From an optimization exercise on the open Yosys and OpenROAD flow, aimed at small area, a short achievable clock period and few clock cycles per item; shortcuts taken in it are not production practice. RTL that was checked went through simulation tests only; none was proved equivalent to the original.

// rv64m_mul_sequencer
module rv64m_mul_sequencer (
  input  logic          clk,
  input  logic          rst_n,
  input  logic          flush,
  input  logic          in_valid,
  output logic          in_ready,
  input  logic [1:0]    in_op,
  input  logic          in_word,
  input  logic [63:0]   in_rs1,
  input  logic [63:0]   in_rs2,
  output logic          out_valid,
  input  logic          out_ready,
  output logic [63:0]   out_result,
  output logic [127:0]  out_product,
  output logic          busy
);
Size: roughly 5,900 cells after synthesis, about 330 I/O pins, about 0.069 sq mm of cells after synthesis.
export LEC_CHECK = 0
export CAP_MARGIN = 20
export CORE_MARGIN = 10
export CORE_UTILIZATION = 55
export SLEW_MARGIN = 20
export SYNTH_HIERARCHICAL = 1
export SYNTH_MINIMUM_KEEP_SIZE = 0
create_clock -name core_clock -period 11.0 [get_ports {clk}]
standard.sh (not shown) runs the stock make flow with config.mk's settings and CLKGATE_MAP_FILE= SYNTH_SCRIPT=/design/flow/synth_recipe.tcl, a recipe that flattens the netlist after the stock synthesis.
==> flow/flow/run.sh <==
#!/bin/bash
# The standard layout (standard.sh, all of ORFS from synthesis to the final
# DEF) with three changes to how the layout is made:
#  - the port buffers are buf_2 cells (the default picks a slow delay cell);
#  - at the end of floorplan, flow/downsize.tcl gives every logic cell its
#    smallest drive strength, so that repair sizes up only what needs it;
#  - timing repair aims for 6.2 ns more setup slack than the clock needs.
# ORFS's own logs stay under orfs/logs; make's output goes to standard.log.
set -euo pipefail
here=$(pwd)
bash standard.sh \
  "BUFFER_PORTS_ARGS=-buffer_cell sky130_fd_sc_hd__buf_2" \
  "POST_FLOORPLAN_TCL=$here/flow/downsize.tcl" \
  SETUP_SLACK_MARGIN=6.2 \
  finish > standard.log 2>&1
==> flow/flow/downsize.tcl <==
# Runs at the end of ORFS's floorplan step (POST_FLOORPLAN_TCL): gives every
# logic cell the smallest drive strength of its kind. The later repair steps
# (repair_design, repair_timing) size up what timing, slew and load need.
set dont [split $::env(DONT_USE_CELLS)]
set smallest [dict create]
set n 0
foreach inst [get_cells *] {
  set ref [get_property $inst ref_name]
  if {![regexp {^(sky130_fd_sc_hd__[a-z0-9]+)_([0-9]+)$} $ref -> base drv]} { continue }
  if {[regexp {tap|conb|fill|decap|clk|dly} $base]} { continue }
  if {![dict exists $smallest $base]} {
    set best ""
    set ba 1e9
    foreach lc [get_lib_cells ${base}_*] {
      set nm [get_name $lc]
      if {![regexp "^${base}_\[0-9\]+\$" $nm]} { continue }
      if {[lsearch -exact $dont $nm] >= 0} { continue }
      set a [get_property $lc area]
      if {$a < $ba} { set ba $a; set best $nm }
    }
    dict set smallest $base $best
  }
  set best [dict get $smallest $base]
  if {$best ne "" && $best ne $ref} {
    replace_cell $inst $best
    incr n
  }
}
puts "downsize.tcl: $n cells given their smallest drive strength"
The first run went through all stages and came out clean.
Edit:
--- a/flow/flow/run.sh
+++ b/flow/flow/run.sh
@@ -7 +7 @@
-#  - timing repair aims for 6.2 ns more setup slack than the clock needs.
+#  - timing repair aims for 6.15 ns more setup slack than the clock needs.
@@ -14 +14 @@
-  SETUP_SLACK_MARGIN=6.2 \
+  SETUP_SLACK_MARGIN=6.15 \
- TNS_END_PERCENT: not set -> 0
=> Clock skew shrinks by 0.0054 ns; synthesized cell count is unchanged; utilization shrinks by 2.9 points; count of clock-buffer cells in the layout does not change.
Function was not checked in any run of this note: the RTL went through the layout flow alone.


job 3987:
Another version of the RTL of rv64m_mul_sequencer (not shown whole).
Size: roughly 6100 cells after synthesis, ~330 I/O pins, ~69000 um^2 of cells after synthesis.
==> flow/config.mk <==
export PLATFORM = sky130hd
export DESIGN_NAME = rv64m_mul_sequencer
export DESIGN_NICKNAME = rv64m_mul_sequencer
export VERILOG_FILES = /design/flow/design.v
export SDC_FILE = /design/flow/constraint.sdc
export NUM_CORES = 4
export LEC_CHECK = 0
export CAP_MARGIN = 20
export CORE_MARGIN = 10
export CORE_UTILIZATION = 55
export SLEW_MARGIN = 20
export SYNTH_HIERARCHICAL = 1
export SYNTH_MINIMUM_KEEP_SIZE = 0
export TNS_END_PERCENT = 0
==> flow/constraint.sdc <==
create_clock -name core_clock -period 11.0 [get_ports {clk}]
set_input_delay 2.2000 -clock core_clock [delete_from_list [all_inputs] [get_ports {clk}]]
set_output_delay 2.2000 -clock core_clock [all_outputs]
set_load 0.01 [all_outputs]
==> flow/flow/run.sh <==
#!/bin/bash
# The standard layout (standard.sh, all of ORFS from synthesis to the final
# DEF) with three changes to how the layout is made:
#  - the port buffers are buf_2 cells (the default picks a slow delay cell);
#  - at the end of floorplan, flow/downsize.tcl gives every logic cell its
#    smallest drive strength, so that repair sizes up only what needs it;
#  - timing repair aims for 5.9 ns more setup slack than the clock needs.
# ORFS's own logs stay under orfs/logs; make's output goes to standard.log.
set -euo pipefail
here=$(pwd)
bash standard.sh \
  "BUFFER_PORTS_ARGS=-buffer_cell sky130_fd_sc_hd__buf_2" \
  "POST_FLOORPLAN_TCL=$here/flow/downsize.tcl" \
  SETUP_SLACK_MARGIN=5.9 \
  finish > standard.log 2>&1
Scripts as last shown in full above: flow/flow/downsize.tcl
Testbench counts of job 3987, summed over its fixed seeds: cycles 9,608, items 3,200.
For job 4074, these inputs were changed with respect to job 3987:
-- flow/flow/run.sh --
<<< job 3987, line 4
#  - the port buffers are buf_2 cells (the default picks a slow delay cell);
>>> job 4074, line 4
#  - the port buffers are buf_1 cells (the default picks a slow delay cell);
<<< job 3987, line 7
#  - timing repair aims for 5.9 ns more setup slack than the clock needs.
>>> job 4074, line 7
#  - timing repair aims for 6.15 ns more setup slack than the clock needs.
<<< job 3987, line 12
  "BUFFER_PORTS_ARGS=-buffer_cell sky130_fd_sc_hd__buf_2" \
>>> job 4074, line 12
  "BUFFER_PORTS_ARGS=-buffer_cell sky130_fd_sc_hd__buf_1" \
<<< job 3987, line 14
  SETUP_SLACK_MARGIN=5.9 \
>>> job 4074, line 14
  SETUP_SLACK_MARGIN=6.15 \
==> summary.txt <==
Compared with job 3987, in job 4074 number of gates on the worst path with buffers counted shows a reduction of 3; total routing usage reported by global routing went down 0.36 points.

[afterwards: timing with drivers on the ports]
How much do the figures lean on ideal ports? The routed layouts below were timed once more, with nothing changed but the port constraints. Step 1: set_driving_cell puts a clkbuf_16 on clk and a buf_2 on each other input, an assumption about the parent block. Step 2 also shifts input and output timing later by t, the mid clock arrival at the registers, as if the neighbouring blocks saw the same clock. Slacks: ideal / step 1 / step 2; pairs: ideal / step 1.
run	t (ns)	setup WS [ns]	worst setup path after step 2	worst slew at a driven data input, ns	cell pins on the clock port's net
the first run of note 1	0.758	5.331 / 5.252 / 6.010	register to output	0.09	1
the second run of note 1	0.743	5.415 / 5.344 / 5.415	register to register	0.09	1
job 3987	0.743	5.321 / 5.246 / 5.398	register to register	0.08	1
job 4074	0.748	5.302 / 5.244 / 5.302	register to register	0.07	1
After both steps setup and hold are still met in every run listed.
